Context: an optimization exercise on an open-source flow, tuned for small area, a short achievable clock period and few clock cycles per item. The choices shown serve that exercise and are no tape-out recipe. At most, simulation tests tie the RTL to the original design; equivalence was not proved. No activity file was given, so power comes from the tool's default toggle rates.

==> flow/design.v <==
module byte_memory_ctrl #(
    parameter int    DEPTH     = 64,
    parameter int    ADDR_W    = 32,
    parameter int    LATENCY   = 1
) (
    input  logic              clk,
    input  logic              rst_n,
    input  logic              req_valid,
    output logic              req_ready,
    input  logic              req_write,
    input  logic [1:0]        req_size,
    input  logic              req_unsigned,
    input  logic [ADDR_W-1:0] req_addr,
    input  logic [31:0]       req_wdata,
    output logic              resp_valid,
    output logic              resp_err,
    output logic [31:0]       resp_rdata
);
    localparam int IDX_W = $clog2(DEPTH);
    localparam int ROWS  = DEPTH / 4;
    localparam int ROW_W = IDX_W - 2;
    logic        w_err;
    logic [1:0]  w_off;
    logic [3:0]  w_lane_we;      
    logic [31:0] w_lane_data;
    assign w_err = (req_size == 2'b11) ||
                   ((req_size == 2'b01) && req_addr[0]) ||
                   ((req_size == 2'b10) && (req_addr[1:0] != 2'b00)) ||
                   (|req_addr[ADDR_W-1:IDX_W]);
    assign w_off = req_addr[1:0];
    always_comb begin
        w_lane_we   = 4'b0000;
        w_lane_data = {4{req_wdata[7:0]}};
        case (req_size)
            2'b00: w_lane_we = 4'b1000 >> w_off;
            2'b01: begin
                w_lane_we   = w_off[1] ? 4'b0011 : 4'b1100;
                w_lane_data = {2{req_wdata[15:0]}};
            end
            default: begin
                w_lane_we   = 4'b1111;
                w_lane_data = req_wdata;
            end
        endcase
        if (!(rst_n && req_valid && req_write && !w_err)) w_lane_we = 4'b0000;
    end
    logic              s1_valid;
    logic              s1_err;
    logic [3:0]        s1_lwe;
    logic [ROW_W-1:0]  s1_row;
    logic [1:0]        s1_off;
    logic [31:0]       s1_ldata;
    logic              s1_word;      
    logic              s1_half;      
    logic              s1_sgn;       
    logic              s1_zero;      
    always_ff @(posedge clk) begin
        s1_valid <= rst_n & req_valid;
        s1_err   <= w_err;
        s1_lwe   <= w_lane_we;
        s1_row   <= req_addr[IDX_W-1:2];
        s1_off   <= w_off;
        s1_ldata <= w_lane_data;
        s1_word  <= req_size[1];
        s1_half  <= req_size == 2'b01;
        s1_sgn   <= ~req_unsigned & ~req_size[1];
        s1_zero  <= w_err | req_write;
    end
    assign req_ready = 1'b1;
    logic [31:0] r_mem [ROWS];       
    logic [ROWS-1:0] w_row_hot;
    always_comb begin
        w_row_hot = '0;
        w_row_hot[s1_row] = 1'b1;
    end
    always_ff @(posedge clk) begin
        for (int r = 0; r < ROWS; r++) begin
            for (int l = 0; l < 4; l++) begin
                if (w_row_hot[r] && s1_lwe[3-l])
                    r_mem[r][31-8*l -: 8] <= s1_ldata[31-8*l -: 8];
            end
        end
    end
    logic              s2_valid;
    logic              s2_err;
    logic [31:0]       s2_word;      
    logic [1:0]        s2_off;
    logic              s2_word_ld;
    logic              s2_half;
    logic              s2_sgn;
    always_ff @(posedge clk) begin
        s2_valid   <= rst_n & s1_valid;
        s2_err     <= s1_err;
        s2_word    <= s1_zero ? 32'd0 : r_mem[s1_row];
        s2_off     <= s1_off;
        s2_word_ld <= s1_word;
        s2_half    <= s1_half;
        s2_sgn     <= s1_sgn;
    end
    logic [7:0]  w_b0, w_b1;
    logic        w_fill;
    logic [31:0] w_load;
    always_comb begin
        case (s2_off)
            2'b00:   w_b0 = s2_word[31:24];
            2'b01:   w_b0 = s2_word[23:16];
            2'b10:   w_b0 = s2_word[15:8];
            default: w_b0 = s2_word[7:0];
        endcase
        w_b1 = s2_off[1] ? s2_word[7:0] : s2_word[23:16];
    end
    always_comb begin
        w_fill = s2_sgn & w_b0[7];
        if (s2_word_ld)   w_load = s2_word;
        else if (s2_half) w_load = {{16{w_fill}}, w_b0, w_b1};
        else              w_load = {{24{w_fill}}, w_b0};
    end
    logic        r_resp_valid;
    logic        r_resp_err;
    logic [31:0] r_resp_rdata;
    always_ff @(posedge clk) begin
        r_resp_valid <= rst_n & s2_valid;
        r_resp_err   <= s2_err;
        r_resp_rdata <= w_load;
    end
    assign resp_valid = r_resp_valid;
    assign resp_err   = r_resp_err;
    assign resp_rdata = r_resp_rdata;
endmodule
Settings: LEC_CHECK=0, CAP_MARGIN=20, CORE_MARGIN=2, CORE_UTILIZATION=50, CTS_CLUSTER_DIAMETER=60, CTS_CLUSTER_SIZE=30, GPL_ROUTABILITY_DRIVEN=1, PLACE_DENSITY=0.65, SLEW_MARGIN=20; clock period 10.0 ns.
standard.sh (not shown) runs the stock make flow with config.mk's settings and CLKGATE_MAP_FILE= SYNTH_SCRIPT=/design/flow/synth_recipe.tcl, a recipe that flattens the netlist after the stock synthesis.
==> flow/flow/run.sh <==
#!/bin/bash
# Standard ORFS layout (the standard.sh), with a tighter timing-repair
# target and small port buffers. Clock period and constraints are unchanged.
export SETUP_SLACK_MARGIN=7.3
export BUFFER_PORTS_ARGS="-buffer_cell sky130_fd_sc_hd__buf_1"
cp standard.sh standard_sh_copy.txt
bash standard.sh > standard.log 2>&1
Testbench counts at the start, summed over its fixed seeds: cycles 16,024, items 16,000.
Rerun with:
--- a/flow/design.v
+++ b/flow/design.v
@@ -87,12 +87,14 @@
     logic [1:0]        s2_off;
     logic              s2_word_ld;
     logic              s2_half;
     logic              s2_sgn;
+    logic              s2_zero;
     always_ff @(posedge clk) begin
         s2_valid   <= rst_n & s1_valid;
         s2_err     <= s1_err;
-        s2_word    <= s1_zero ? 32'd0 : r_mem[s1_row];
+        s2_word    <= r_mem[s1_row];
+        s2_zero    <= s1_zero;
         s2_off     <= s1_off;
         s2_word_ld <= s1_word;
         s2_half    <= s1_half;
         s2_sgn     <= s1_sgn;
@@ -120,9 +122,9 @@
     logic [31:0] r_resp_rdata;
     always_ff @(posedge clk) begin
         r_resp_valid <= rst_n & s2_valid;
         r_resp_err   <= s2_err;
-        r_resp_rdata <= w_load;
+        r_resp_rdata <= s2_zero ? 32'd0 : w_load;
     end
     assign resp_valid = r_resp_valid;
     assign resp_err   = r_resp_err;
     assign resp_rdata = r_resp_rdata;
Effect: The new run completed without violations; sequential share of layout area came out lower by 0.28 points; final cell count came out higher slightly; clock power stays flat; critical path depth stays the same; design area came out higher slightly.
Function not checked in the second run of this note: the RTL went through the layout flow alone.

Starts from the design.v that is shown in full above.
clock: 10.0 ns
lec_check: 0
cap_margin: 20
core_margin: 2
core_utilization: 50
cts_cluster_diameter: 60
cts_cluster_size: 30
gpl_routability_driven: 1
place_density: 0.65
slew_margin: 20
==> flow/flow/run.sh <==
#!/bin/bash
# Standard ORFS layout (the standard.sh), with a tighter timing-repair
# target and small port buffers. Clock period and constraints are unchanged.
export SETUP_SLACK_MARGIN=7
export BUFFER_PORTS_ARGS="-buffer_cell sky130_fd_sc_hd__buf_1"
cp standard.sh standard_sh_copy.txt
bash standard.sh > standard.log 2>&1
Testbench counts at the start, summed over its fixed seeds: cycles 16,024, items 16,000.
Change:
--- a/flow/design.v
+++ b/flow/design.v
@@ -17,18 +17,21 @@
     output logic [31:0]       resp_rdata
 );
     localparam int IDX_W = $clog2(DEPTH);
     localparam int ROWS  = DEPTH / 4;
     localparam int ROW_W = IDX_W - 2;
-    logic        w_err;
-    logic [1:0]  w_off;
-    logic [3:0]  w_lane_we;      
-    logic [31:0] w_lane_data;
+    assign req_ready = 1'b1;
+    logic              w_err;
+    logic [ROW_W-1:0]  w_row;
+    logic [1:0]        w_off;
+    logic [3:0]        w_lane_we;      
+    logic [31:0]       w_lane_data;
     assign w_err = (req_size == 2'b11) ||
                    ((req_size == 2'b01) && req_addr[0]) ||
                    ((req_size == 2'b10) && (req_addr[1:0] != 2'b00)) ||
                    (|req_addr[ADDR_W-1:IDX_W]);
+    assign w_row = req_addr[IDX_W-1:2];
     assign w_off = req_addr[1:0];
     always_comb begin
         w_lane_we   = 4'b0000;
         w_lane_data = {4{req_wdata[7:0]}};
         case (req_size)
@@ -42,46 +45,36 @@
                 w_lane_data = req_wdata;
             end
         endcase
         if (!(rst_n && req_valid && req_write && !w_err)) w_lane_we = 4'b0000;
     end
+    logic [31:0] r_mem [ROWS];       
+    always_ff @(posedge clk) begin
+        for (int r = 0; r < ROWS; r++) begin
+            for (int l = 0; l < 4; l++) begin
+                if ((w_row == ROW_W'(r)) && w_lane_we[3-l])
+                    r_mem[r][31-8*l -: 8] <= w_lane_data[31-8*l -: 8];
+            end
+        end
+    end
     logic              s1_valid;
     logic              s1_err;
-    logic [3:0]        s1_lwe;
     logic [ROW_W-1:0]  s1_row;
     logic [1:0]        s1_off;
-    logic [31:0]       s1_ldata;
     logic              s1_word;      
     logic              s1_half;      
     logic              s1_sgn;       
     logic              s1_zero;      
     always_ff @(posedge clk) begin
         s1_valid <= rst_n & req_valid;
         s1_err   <= w_err;
-        s1_lwe   <= w_lane_we;
-        s1_row   <= req_addr[IDX_W-1:2];
+        s1_row   <= w_row;
         s1_off   <= w_off;
-        s1_ldata <= w_lane_data;
         s1_word  <= req_size[1];
         s1_half  <= req_size == 2'b01;
         s1_sgn   <= ~req_unsigned & ~req_size[1];
         s1_zero  <= w_err | req_write;
-    end
-    assign req_ready = 1'b1;
-    logic [31:0] r_mem [ROWS];       
-    logic [ROWS-1:0] w_row_hot;
-    always_comb begin
-        w_row_hot = '0;
-        w_row_hot[s1_row] = 1'b1;
-    end
-    always_ff @(posedge clk) begin
-        for (int r = 0; r < ROWS; r++) begin
-            for (int l = 0; l < 4; l++) begin
-                if (w_row_hot[r] && s1_lwe[3-l])
-                    r_mem[r][31-8*l -: 8] <= s1_ldata[31-8*l -: 8];
-            end
-        end
     end
     logic              s2_valid;
     logic              s2_err;
     logic [31:0]       s2_word;      
     logic [1:0]        s2_off;
Sequential share of layout area went down by 4.5 points.
Cell area rose by 2.7%.
Cell count goes up by 2.0%.
First-iteration DRC count rises by 27%.
Die area goes down by 1.2%.
Hold slack loses 0.011 ns.
Clock skew grows by 0.016 ns.
Worst setup slack gets worse by 0.25 ns.
Global-route usage rose by 5.8 points.
Maximum frequency is lower by 7.5%.
Wire length climbs by 21%.
Combinational power came out higher by 35%.
Via count went up by 7.5%.
Utilization grows by 2.6 points.
Only the layout flow was run in the second run of this note; the RTL was not checked for function there.

==> port drivers added, routing unchanged <==
Ports are ideal in the flow. The routed layouts listed here were re-timed in OpenROAD.
Step 1, drivers: a clkbuf_16 drives clk and a buf_2 each remaining input, both assumed.
Step 2 moves the port delays by t, midway between the first and last clock arrival at a register: inputs arrive t later, outputs are due t later. That takes back most of the time a late clock gives input paths.
Three values: no drivers, after step 1, after step 2; two values: the first two.
run	t (ns)	setup WS [ns]	hold WS [ns]	worst setup path at the end	clock arrival spread, ns
the first run of note 1	0.638	6.975 / 6.918 / 6.736	0.338 / 0.338 / 0.338	input to register	0.022 / 0.022
the second run of note 1	0.653	6.964 / 6.906 / 6.634	0.331 / 0.331 / 0.331	input to register	0.027 / 0.027
the first run of note 2	0.645	6.971 / 6.912 / 6.539	0.343 / 0.343 / 0.343	input to register	0.024 / 0.024
the second run of note 2	0.658	6.724 / 6.742 / 6.084	0.331 / 0.331 / 0.331	input to register	0.048 / 0.048
After both steps every run listed still meets setup and hold. The setup slack of the second run of note 2, which loses most, moves by +0.018 ns with the drivers and by -0.640 ns with both steps.
